Background: an optimization exercise with open tools, aiming at small area, a short achievable clock period and few clock cycles per item. Do not read the settings as production practice.
Only simulation tests tie the RTL to the original design; equivalence was not proved.
No activity file was given, so power comes from the tool's default toggle rates.

## flow/config.mk

```make
export PLATFORM = sky130hd
export DESIGN_NAME = kvtoe_top
export DESIGN_NICKNAME = kvtoe_top
export VERILOG_FILES = /design/flow/design.v
export SDC_FILE = /design/flow/constraint.sdc
export NUM_CORES = 4
export LEC_CHECK = 0
export CAP_MARGIN = 20
export CORE_MARGIN = 2
export CORE_UTILIZATION = 45
export SETUP_SLACK_MARGIN = 3.0
export SLEW_MARGIN = 20
export SYNTH_MEMORY_MAX_BITS = 8192
export TNS_END_PERCENT = 2
```

## flow/run.sh

```bash
#!/bin/bash
# synth_recipe.tcl (not shown) runs the flow's synth.tcl, then flattens the netlist and writes it again
# the make line also repeats each setting of config.mk as NAME=value (left out here)
make -C /OpenROAD-flow-scripts/flow DESIGN_CONFIG=/design/flow/config.mk WORK_HOME=/design/flow/orfs CLKGATE_MAP_FILE= SYNTH_SCRIPT=/design/flow/synth_recipe.tcl finish
```

## flow/constraint.sdc

```tcl
create_clock -name core_clock -period 7.0 [get_ports {clk}]
set_input_delay 1.4000 -clock core_clock [delete_from_list [all_inputs] [get_ports {clk}]]
set_output_delay 1.4000 -clock core_clock [all_outputs]
set_load 0.01 [all_outputs]
```

## flow/design.v

```verilog
`default_nettype none
package kvtoe_pkg;
    localparam int ENTRIES = 32;
    localparam int IDX_W   = $clog2(ENTRIES);
    localparam int CNT_W   = $clog2(ENTRIES + 1);
    localparam int ENTRY_W = 64 + 64 + 32 + 1;   
    typedef enum logic [1:0] {
        OP_SET    = 2'd0,
        OP_GET    = 2'd1,
        OP_DELETE = 2'd2,
        OP_CLEAR  = 2'd3
    } t_opcode;
    typedef enum logic [1:0] {
        ST_OK        = 2'd0,
        ST_NOT_FOUND = 2'd1,
        ST_NO_ROOM   = 2'd2
    } t_status;
    typedef enum logic [1:0] {
        S_IDLE,
        S_FIND,
        S_VICTIM,
        S_SHIFT
    } t_state;
    typedef struct packed {
        t_opcode     opcode;
        logic [63:0] lookup_key;
        logic [63:0] new_value;
        logic        keep_flag;
        logic [31:0] now_time;
    } t_in_item;
    typedef struct packed {
        t_status     status;
        logic [63:0] found_value;
        logic [5:0]  entry_count;
    } t_out_item;
    typedef struct packed {
        logic [63:0] key;
        logic [63:0] value;
        logic [31:0] stamp;
        logic        kept;
    } t_entry;
endpackage
`default_nettype wire
`default_nettype none
module key_value_table_oldest_eviction_core(
    input  wire logic                  i_clk,
    input  wire logic                  i_rst_n,
    input  wire logic                  start,
    output logic                       busy,
    input  wire kvtoe_pkg::t_in_item   i_item,
    output logic                       o_strobe,
    output kvtoe_pkg::t_out_item       o_result
);
    localparam int N  = kvtoe_pkg::ENTRIES;
    localparam int IW = kvtoe_pkg::IDX_W;
    logic [63:0]   e_key [N];
    logic [63:0]   e_val [N];
    logic [31:0]   e_st  [N];
    logic [N-1:0]  e_kp;
    logic [N-1:0]  vld;
    logic [IW-1:0] pos [N];
    logic [N-1:0]  prec_q [N];   
    logic [5:0]    cnt;
    logic [N-1:0]  r_vict;       
    logic [N-1:0]  r_free;       
    logic          r_allkept;    
    logic [31:0]   top;          
    logic          top_ok;       
    logic [N-1:0]  at_top;       
    logic          r_act;
    logic          r_upd, r_ins, r_evict, r_delhit, r_clr;
    logic [63:0]   r_key, r_val;
    logic          r_keep;
    logic [31:0]   r_time;
    logic [N-1:0]  r_m;          
    logic [N-1:0]  r_lt, r_eq;   
    logic          r_above;      
    logic          r_attop;      
    logic          r_busy;
    logic [IW-1:0] sc;
    logic          s_upd, s_ins, s_evict;
    logic [1:0]    q_status;
    logic [63:0]   q_value;
    logic [5:0]    q_count;
    assign busy     = r_busy;
    assign o_strobe = r_act;
    assign o_result.status      = kvtoe_pkg::t_status'(q_status);
    assign o_result.found_value = q_value;
    assign o_result.entry_count = q_count;
    logic          anyw;
    logic [N-1:0]  w, wnew, rem;
    assign wnew = (r_ins ? r_free : '0) | (r_evict ? r_vict : '0);
    assign w    = (r_upd ? r_m : '0) | wnew;
    assign rem  = (r_delhit ? r_m : '0) | (r_evict ? r_vict : '0);
    assign anyw = r_upd || r_ins || r_evict;
    logic [IW-1:0] pos_s;
    logic [N-1:0]  c;
    always_comb begin
        pos_s = '0;
        for (int i = 0; i < N; i++) pos_s = pos_s | (r_m[i] ? pos[i] : '0);
        for (int j = 0; j < N; j++)
            c[j] = r_lt[j] || (r_eq[j] && r_upd && (pos_s < pos[j]));
    end
    logic [N-1:0]  prec [N];
    logic [N-1:0]  prec_nx [N];
    logic [N-1:0]  kp_nx, vld_nx, vict_nx, free_nx, at_top_nx;
    logic          raise, top_ok_nx;
    logic          allkept_nx;
    logic [IW-1:0] pos_r;
    logic [IW-1:0] pos_nx [N];
    logic [5:0]    cnt_nx;
    always_comb begin
        for (int i = 0; i < N; i++) begin
            prec[i][i]    = 1'b1;
            prec_nx[i][i] = 1'b1;
            for (int j = i + 1; j < N; j++) begin
                if (w[i])      prec_nx[i][j] = c[j];
                else if (w[j]) prec_nx[i][j] = !c[i];
                else           prec_nx[i][j] = prec_q[i][j];
                prec_nx[j][i] = !prec_nx[i][j];
                prec[i][j]    = prec_q[i][j];
                prec[j][i]    = !prec_q[i][j];
            end
            kp_nx[i]  = w[i] ? r_keep : e_kp[i];
            vld_nx[i] = !r_clr && (wnew[i] || (vld[i] && !rem[i]));
        end
        allkept_nx = &kp_nx;
        begin
            logic new_first;
            new_first = !r_keep && &(c | e_kp | w);
            for (int i = 0; i < N; i++) begin
                if (w[i])
                    vict_nx[i] = new_first;
                else
                    vict_nx[i] = !e_kp[i] && &(prec[i] | e_kp | w) &&
                                 (!anyw || r_keep || !c[i]);
            end
        end
        begin
            logic seen;
            seen = 1'b0;
            for (int i = 0; i < N; i++) begin
                free_nx[i] = !vld_nx[i] && !seen;
                seen = seen || !vld_nx[i];
            end
        end
        pos_r = '0;
        for (int i = 0; i < N; i++) pos_r = pos_r | (rem[i] ? pos[i] : '0);
        for (int j = 0; j < N; j++) begin
            if (wnew[j])
                pos_nx[j] = r_evict ? IW'(N - 1) : cnt[IW-1:0];
            else if (|rem && pos[j] > pos_r)
                pos_nx[j] = pos[j] - IW'(1);
            else
                pos_nx[j] = pos[j];
        end
        raise     = anyw && r_above;
        top_ok_nx = !r_clr && (top_ok || anyw);
        for (int j = 0; j < N; j++)
            at_top_nx[j] = w[j] ? (raise || r_attop) : (at_top[j] && !rem[j] && !raise);
        cnt_nx = cnt;
        if (r_clr)         cnt_nx = '0;
        else if (r_ins)    cnt_nx = cnt + 6'd1;
        else if (r_delhit) cnt_nx = cnt - 6'd1;
    end
    logic          is_set, is_get, is_del, is_clr;
    assign is_set = (i_item.opcode == kvtoe_pkg::OP_SET);
    assign is_get = (i_item.opcode == kvtoe_pkg::OP_GET);
    assign is_del = (i_item.opcode == kvtoe_pkg::OP_DELETE);
    assign is_clr = (i_item.opcode == kvtoe_pkg::OP_CLEAR);
    logic          keq_prev, tlt_prev, teq_prev, any_n, fwd, full_p;
    logic          tlt_top, teq_top, ge_top, eq_top, fast_n;
    logic [N-1:0]  m_n, m_keep;
    logic [63:0]   val_n;
    assign keq_prev = (i_item.lookup_key == r_key);
    kvtoe_stamp_cmp u_cmp_prev (.a(i_item.now_time), .b(r_time), .lt(tlt_prev), .eq(teq_prev));
    kvtoe_stamp_cmp u_cmp_top (.a(i_item.now_time), .b(top), .lt(tlt_top), .eq(teq_top));
    assign ge_top = raise ? !tlt_prev : !tlt_top;
    assign eq_top = raise ? teq_prev : teq_top;
    assign fast_n = !top_ok_nx || ge_top;
    always_comb begin
        for (int i = 0; i < N; i++) begin
            m_keep[i] = vld[i] && !r_clr && !rem[i] && (e_key[i] == i_item.lookup_key);
            m_n[i]    = m_keep[i] || (wnew[i] && keq_prev);
        end
    end
    assign any_n  = |m_n;
    assign fwd    = keq_prev && anyw;
    assign full_p = cnt_nx[5];
    always_comb begin
        val_n   = fwd ? r_val : '0;
        for (int i = 0; i < N; i++) begin
            val_n   = val_n   | ((m_keep[i] && !w[i]) ? e_val[i] : '0);
        end
    end
    logic [1:0] status_n;
    logic [5:0] count_n;
    always_comb begin
        status_n = kvtoe_pkg::ST_OK;
        count_n  = cnt_nx;
        unique case (i_item.opcode)
            kvtoe_pkg::OP_SET: begin
                if (!any_n) begin
                    if (!full_p)         count_n  = cnt_nx + 6'd1;
                    else if (allkept_nx) status_n = kvtoe_pkg::ST_NO_ROOM;
                end
            end
            kvtoe_pkg::OP_GET: begin
                if (!any_n) status_n = kvtoe_pkg::ST_NOT_FOUND;
            end
            kvtoe_pkg::OP_DELETE: begin
                if (!any_n) status_n = kvtoe_pkg::ST_NOT_FOUND;
                else        count_n  = cnt_nx - 6'd1;
            end
            default: count_n = '0;
        endcase
    end
    logic [31:0] st_sc;
    logic        sc_lt, sc_eq;
    always_comb begin
        st_sc = '0;
        for (int i = 0; i < N; i++) st_sc = st_sc | ((sc == IW'(i)) ? e_st[i] : '0);
    end
    kvtoe_stamp_cmp u_cmp_sc (.a(r_time), .b(st_sc), .lt(sc_lt), .eq(sc_eq));
    logic upd_n, ins_n, evict_n, slow_n;
    assign upd_n   = is_set && any_n;
    assign ins_n   = is_set && !any_n && !full_p;
    assign evict_n = is_set && !any_n && full_p && !allkept_nx;
    assign slow_n  = is_set && !fast_n;
    always_ff @(posedge i_clk) begin
        if (!i_rst_n) begin
            r_act    <= 1'b0;
            r_upd    <= 1'b0;
            r_ins    <= 1'b0;
            r_evict  <= 1'b0;
            r_delhit <= 1'b0;
            r_clr    <= 1'b0;
            r_busy   <= 1'b0;
            vld      <= '0;
            cnt      <= '0;
            r_free   <= N'(1);
            top_ok   <= 1'b0;
        end else begin
            if (r_busy) begin
                r_busy   <= (sc != IW'(N - 1));
                r_act    <= (sc == IW'(N - 1));
                r_upd    <= (sc == IW'(N - 1)) && s_upd;
                r_ins    <= (sc == IW'(N - 1)) && s_ins;
                r_evict  <= (sc == IW'(N - 1)) && s_evict;
                r_delhit <= 1'b0;
                r_clr    <= 1'b0;
            end else begin
                r_busy   <= start && slow_n;
                r_act    <= start && !slow_n;
                r_upd    <= start && !slow_n && upd_n;
                r_ins    <= start && !slow_n && ins_n;
                r_evict  <= start && !slow_n && evict_n;
                r_delhit <= start && is_del && any_n;
                r_clr    <= start && is_clr;
            end
            vld      <= vld_nx;
            cnt      <= cnt_nx;
            r_free   <= free_nx;
            top_ok   <= top_ok_nx;
        end
    end
    always_ff @(posedge i_clk) begin
        if (!r_busy) begin
            r_key    <= i_item.lookup_key;
            r_val    <= i_item.new_value;
            r_keep   <= i_item.keep_flag;
            r_time   <= i_item.now_time;
            r_m      <= m_n;
            r_above  <= !top_ok_nx || (ge_top && !eq_top);
            r_attop  <= top_ok_nx && eq_top;
            q_status <= status_n;
            q_count  <= count_n;
            s_upd    <= upd_n;
            s_ins    <= ins_n;
            s_evict  <= evict_n;
            sc       <= '0;
            r_lt     <= '0;
            r_eq     <= (top_ok_nx && eq_top) ? at_top_nx : '0;
        end else begin
            sc       <= sc + IW'(1);
            for (int i = 0; i < N; i++) begin
                if (sc == IW'(i)) begin
                    r_lt[i] <= sc_lt;
                    r_eq[i] <= sc_eq;
                end
            end
        end
        q_value <= (is_get && !r_busy) ? val_n : '0;
        if (raise) top <= r_time;
        at_top <= at_top_nx;
    end
    always_ff @(posedge i_clk) begin
        r_vict    <= vict_nx;
        r_allkept <= allkept_nx;
    end
    always_ff @(posedge i_clk) begin
        for (int i = 0; i < N; i++) begin
            if (w[i]) begin
                e_key[i] <= r_key;
                e_val[i] <= r_val;
                e_st[i]  <= r_time;
                e_kp[i]  <= r_keep;
            end
            pos[i] <= pos_nx[i];
            for (int j = i + 1; j < N; j++) prec_q[i][j] <= prec_nx[i][j];
        end
    end
endmodule
module kvtoe_stamp_cmp(
    input  wire logic [31:0] a,
    input  wire logic [31:0] b,
    output logic             lt,
    output logic             eq
);
    logic [31:0] g0, p0;
    logic [15:0] g1, p1;
    logic [7:0]  g2, p2;
    logic [3:0]  g3, p3;
    logic [1:0]  g4, p4;
    assign g0 = ~a & b;
    assign p0 = ~(a ^ b);
    for (genvar i = 0; i < 16; i++) begin : l1
        assign g1[i] = g0[2*i+1] | (p0[2*i+1] & g0[2*i]);
        assign p1[i] = p0[2*i+1] & p0[2*i];
    end
    for (genvar i = 0; i < 8; i++) begin : l2
        assign g2[i] = g1[2*i+1] | (p1[2*i+1] & g1[2*i]);
        assign p2[i] = p1[2*i+1] & p1[2*i];
    end
    for (genvar i = 0; i < 4; i++) begin : l3
        assign g3[i] = g2[2*i+1] | (p2[2*i+1] & g2[2*i]);
        assign p3[i] = p2[2*i+1] & p2[2*i];
    end
    for (genvar i = 0; i < 2; i++) begin : l4
        assign g4[i] = g3[2*i+1] | (p3[2*i+1] & g3[2*i]);
        assign p4[i] = p3[2*i+1] & p3[2*i];
    end
    assign lt = g4[1] | (p4[1] & g4[0]);
    assign eq = p4[1] & p4[0];
endmodule
`default_nettype wire
`default_nettype none
module kvtoe_top(
    input  wire logic        clk,
    input  wire logic        rst_n,
    input  wire logic        start,
    output logic             busy,
    input  wire logic [1:0]  in_opcode,
    input  wire logic [63:0] in_key,
    input  wire logic [63:0] in_value,
    input  wire logic        in_keep,
    input  wire logic [31:0] in_time,
    output logic             out_strobe,
    output logic [1:0]       out_status,
    output logic [63:0]      out_value,
    output logic [5:0]       out_count
);
    kvtoe_pkg::t_in_item  item;
    kvtoe_pkg::t_out_item result;
    assign item.opcode     = kvtoe_pkg::t_opcode'(in_opcode);
    assign item.lookup_key = in_key;
    assign item.new_value  = in_value;
    assign item.keep_flag  = in_keep;
    assign item.now_time   = in_time;
    key_value_table_oldest_eviction_core u_core (
        .i_clk    (clk),
        .i_rst_n  (rst_n),
        .start    (start),
        .busy     (busy),
        .i_item   (item),
        .o_strobe (out_strobe),
        .o_result (result)
    );
    assign out_status = result.status;
    assign out_value  = result.found_value;
    assign out_count  = result.entry_count;
endmodule
`default_nettype wire
```

==> impl_table.tex <==
\begin{tabular}{lr}
\hline
Metric & Value \\
\hline
\multicolumn{2}{l}{\textbf{Critical path}} \\
Highest fanout seen on the critical path & 20 \\
WP data arrival & just over 6000 ps \\
Startpoint kind of the worst setup timing path & flip-flop \\
Flop-to-flop setup slack & around 1800 ps \\
Kind of capture point of the worst setup path & flip-flop \\
Crit path kind & flip-flop to flip-flop \\
WP data required & approximately 8000 ps \\
\multicolumn{2}{l}{\textbf{Die}} \\
Floorplan core area & slightly below 600000 um\^{}2 \\
Die extent in x & 765.5 um \\
Number of I/O pins & 240 \\
Area of the die & 586000 um\^{}2 \\
Cell row count & roughly 280 \\
Initial standard-cell utilization of the core & 45.19\% \\
Die Y-Extent & 765.5 um \\
\multicolumn{2}{l}{\textbf{Hold path}} \\
Kind of path behind the tightest hold check & flip-flop to flip-flop \\
\multicolumn{2}{l}{\textbf{CTS}} \\
CTS tree & yes \\
Clk\_lat worst skew & 1170 ps \\
Clock transition at the register clock pins on the worst setup and hold paths after CTS & $\sim$70 ps \\
Total clock sinks & 6321 \\
Clock root buffer & clkbuf\_16 \\
Number of buffers created by CTS & approximately 660 \\
Count of hold-fix buffers inserted at cts & 0 \\
Clk buf depth & 4 \\
H-Tree Depth & 6 \\
\multicolumn{2}{l}{\textbf{Layout}} \\
Most common library cell in the layout ignoring fill and taps & edfxtp\_1 \\
Proportion of layout cells with a drive suffix above 1 & between 10\% and 20\% \\
Final nets & $\sim$19000 \\
Area taken by flip-flops and latches & roughly 190000 um\^{}2 \\
Area growth from synthesis to layout & 18.55\% \\
Combined area of the multi-input logic cells & between 70000 and 80000 um\^{}2 \\
Fillcell total & 46940 \\
Final cell count without fillers & approximately 27000 \\
Most used cells in the layout excluding fill and tap cells & edfxtp\_1, xnor2\_1, buf\_4, nand2\_1, a22oi\_1 \\
\multicolumn{2}{l}{\textbf{Global routing}} \\
Initial antenna violation count & 160 \\
Total gr overflow & 0 \\
Largest net degree at the start of global routing & around 110 \\
Wire length of the first global-routing pass & 1601000 um \\
Vias in the first global route & about 170k \\
Combined global-route utilization of all metal layers & 40.86\% \\
\multicolumn{2}{l}{\textbf{STA}} \\
Max Clock Freq & around 190 MHz \\
Relative slew slack & about an eighth \\
Setup-failing EPs final & 0 \\
Slew at the pin closest to its max-slew limit & 1308 ps \\
Max-slew violations & 0 \\
Final TNS setup & 0 ps \\
Setup repair after global routing missed its margin & yes \\
Ratio of final minimum period to clock period & approximately 74\% \\
Final Hold Viols & 0 \\
Tmin final & about 5200 ps \\
Final setup skew & $\sim$85 ps \\
\multicolumn{2}{l}{\textbf{Logic synthesis}} \\
Synth Area per Inst & between 15 and 20 um\^{}2 \\
Xor and xnor area share after synthesis & under 10\% \\
Instance count of the mapped netlist & about 17000 \\
Number of distinct library cell variants in the gate-level netlist after synthesis & 96 \\
Total number of yosys warnings & 9 \\
Area fraction in compound gates after synthesis & about 11\% \\
Area of the mapped netlist & roughly 260000 um\^{}2 \\
Part of the Yosys area used for sequential elements & 71.69\% \\
Simple-gate share of the synthesized area & around 6.5\% \\
Async S/R FF share, synth & 0\% \\
Synth Net Count & $\sim$18000 \\
Largest family of logic cells by synthesized area & compound AO/OA/AOI/OAI gates \\
Dominant synthesized flop cell & edfxtp\_1 \\
Post-synthesis adder-cell area fraction & under 10\% \\
Portion of netlist area occupied by mux cells & less than 1\% \\
Number of synthesized flops with an enable pin & 6046 \\
Number of register bits inferred by synthesis & approximately 6300 \\
\multicolumn{2}{l}{\textbf{Drt}} \\
Via count & 190800 \\
Detail-routed net length per standard cell & approximately 47 um \\
Residual antenna-violating net count after detailed routing & 0 \\
Wire length after detailed routing & roughly 1300000 um \\
Length of the first detailed-routing pass in iterations & 9 \\
Via density & between 7 and 8 \\
Starting DRT DRC Count & around 42000 \\
DR DRC count & 0 \\
\multicolumn{2}{l}{\textbf{Place}} \\
Routability congestion estimate from global placement & 1.054 \\
HPWL after detailed placement & between 700000 and 800000 um \\
Total placed cells including tap cells & between 20000 and 30000 \\
Number of buffer cells added on primary ports & about 240 \\
\multicolumn{2}{l}{\textbf{Pwr}} \\
LEAKAGE & 105.0 nW \\
VDD IR max & around 0.29 mV \\
PD cells & between 200 and 300 nW/um\^{}2 \\
Overall power after layout & 0.08015 W \\
\multicolumn{2}{l}{\textbf{Job}} \\
Number of maximum-capacitance constraint violations & 0 \\
\multicolumn{2}{l}{\textbf{Outcome}} \\
Result of the run & no timing/DRC/antenna violations \\
\hline
\end{tabular}
## report_power, final
group,total (W),internal [W],switching (W)
Combinational,0.00360,0.00105,0.00256
Clock,0.0349,0.0196,0.0154
Sequential,0.0416,0.0415,0.000144
## kinds of logic after synthesis
kind of cell | after synthesis
buf+inv | 1480
compound gates | 3905
fa+ha+maj | 430
simple gates | 3302
mux | 5
flops | 6321
xor+xnor | 1856
## routing by layer
| metal | track usage, % | wire [um] | up-vias |
|---|---|---|---|
| met4 | 21.17 | 85600 | 69 |
| met5 | 0.6333 | 1053 | - |
| met2 | 58.16 | 519400 | 18620 |
| met1 | 55.44 | 448000 | 97230 |
| li1 | - | - | 71180 |
| met3 | 14.03 | 207300 | 3660 |
## state kept, by name, summed over array words and instances (netlist names), 64 cells and up
register,count
u_core.e_key,2048
u_core.r_val,64
u_core.q_value,64
u_core.e_st,1024
u_core.e_val,2048
u_core.prec_q,496
u_core.r_key,64
u_core.pos,160
## what timing repair did
item,4_1_cts,5_1_grt
pin swaps,119,132
resized for setup,288,687
gates cloned,12,33
setup endpoints to repair,1918,2082
setup buffers,148,341
endpoints found under the hold margin,0,0
## final timing paths
kind                     start               endpoint  cells after the start
max reg2reg  u_core.pos[14][2]  u_core.prec_q[17][31]                     12
min reg2reg     u_core.s_evict         u_core.r_evict                      1
min             u_core.s_evict         u_core.r_evict                      1
max          u_core.pos[14][2]  u_core.prec_q[17][31]                     12
## layout make-up
cell class	instances	area share, %
flip-flops and latches	6321	60.48
multi-input cells	9500	22.71
repair buffers	1799	6.195
clock buffers	879	5.861
well taps	7727	3.125
clock inverters	328	0.9016
inverters	416	0.6391
diodes	106	0.08575
## stage by stage
| stage | util [%] | setup slack (ps) | instance area [um^2] | hold slack, ps |
|---|---|---|---|---|
| after floorplan | - | 547.6 | 261000 | 426.9 |
| after global placement | 48.14 | 349.0 | 278000 | 458.7 |
| after detailed placement | 48.15 | 447.9 | 278000 | 456.0 |
| after CTS | 52.29 | 2141 | 301900 | 421.2 |
| after global routing | 53.53 | 1961 | 309100 | 484.1 |
| final | 53.58 | 1814 | 309300 | 458.8 |
## synthesized netlist by cell type, types with 20 or more instances
| cell | instances | share of area (%) |
|---|---|---|
| a2111oi_0 | 46 | 0.15 |
| a211oi_1 | 46 | 0.13 |
| a21o_1 | 46 | 0.13 |
| a21oi_1 | 546 | 1.0 |
| a221o_1 | 28 | 0.11 |
| a221oi_1 | 335 | 1.1 |
| a222oi_1 | 174 | 0.67 |
| a22o_1 | 286 | 0.96 |
| a22oi_1 | 1028 | 3.0 |
| a22oi_2 | 23 | 0.11 |
| a31oi_1 | 28 | 0.067 |
| a32oi_1 | 121 | 0.41 |
| a41oi_1 | 36 | 0.12 |
| and2_1 | 60 | 0.14 |
| and3_1 | 29 | 0.070 |
| buf_1 | 80 | 0.12 |
| buf_2 | 198 | 0.38 |
| buf_4 | 157 | 0.45 |
| buf_6 | 64 | 0.28 |
| clkbuf_1 | 564 | 0.81 |
| dfxtp_1 | 275 | 2.1 |
| edfxtp_1 | 6046 | 70 |
| ha_1 | 430 | 2.1 |
| inv_1 | 389 | 0.56 |
| nand2_1 | 1035 | 1.5 |
| nand2b_1 | 238 | 0.57 |
| nand3_1 | 331 | 0.63 |
| nand4_1 | 610 | 1.5 |
| nor2_1 | 327 | 0.47 |
| nor2b_1 | 110 | 0.26 |
| nor3_1 | 178 | 0.34 |
| nor3_2 | 20 | 0.077 |
| nor4_1 | 278 | 0.67 |
| o2111ai_1 | 83 | 0.28 |
| o21a_1 | 70 | 0.20 |
| o21ai_0 | 510 | 0.98 |
| o21ai_1 | 21 | 0.040 |
| o221ai_1 | 65 | 0.22 |
| o22ai_1 | 280 | 0.67 |
| o2bb2ai_1 | 32 | 0.11 |
| xnor2_1 | 1403 | 4.7 |
| xor2_1 | 453 | 1.5 |
## worst max-delay path: stages (launching register included)
cell and delay [ps]:
edfxtp_1 480, a22oi_2 490, nand4_1 440, or4_4 670
buf_16 200, ha_1 320, nand2_1 60, a21oi_1 140
a211oi_2 80, o31ai_4 520, buf_4 450, nand2_1 580
o21ai_0 380
Testbench counts, summed over its fixed seeds: cycles 5,029, items 5,029.

-- what the ideal ports hide --
The flow's constraints put no driver on any port. The routed layout listed below was extracted and timed again, unchanged, in two steps. Step 1 sets driving cells, clkbuf_16 on the clock port and buf_2 on the other inputs (assumed; they add their load-dependent delay and slew). Step 2 moves the port delays by t, midway between the first and last clock arrival at a register: inputs arrive t later, outputs are due t later. That takes back most of the time a late clock gives input paths. a / b / c = no drivers / after step 1 / after step 2; a / b = the first two.
t, ns: 1.261
setup WS [ns]: 1.814 / 1.814 / 1.202
worst setup path at the end: input to register
After both steps this run still meets setup and hold. The setup slack of this run moves by 0.000 ns with the drivers and by -0.612 ns with both steps.
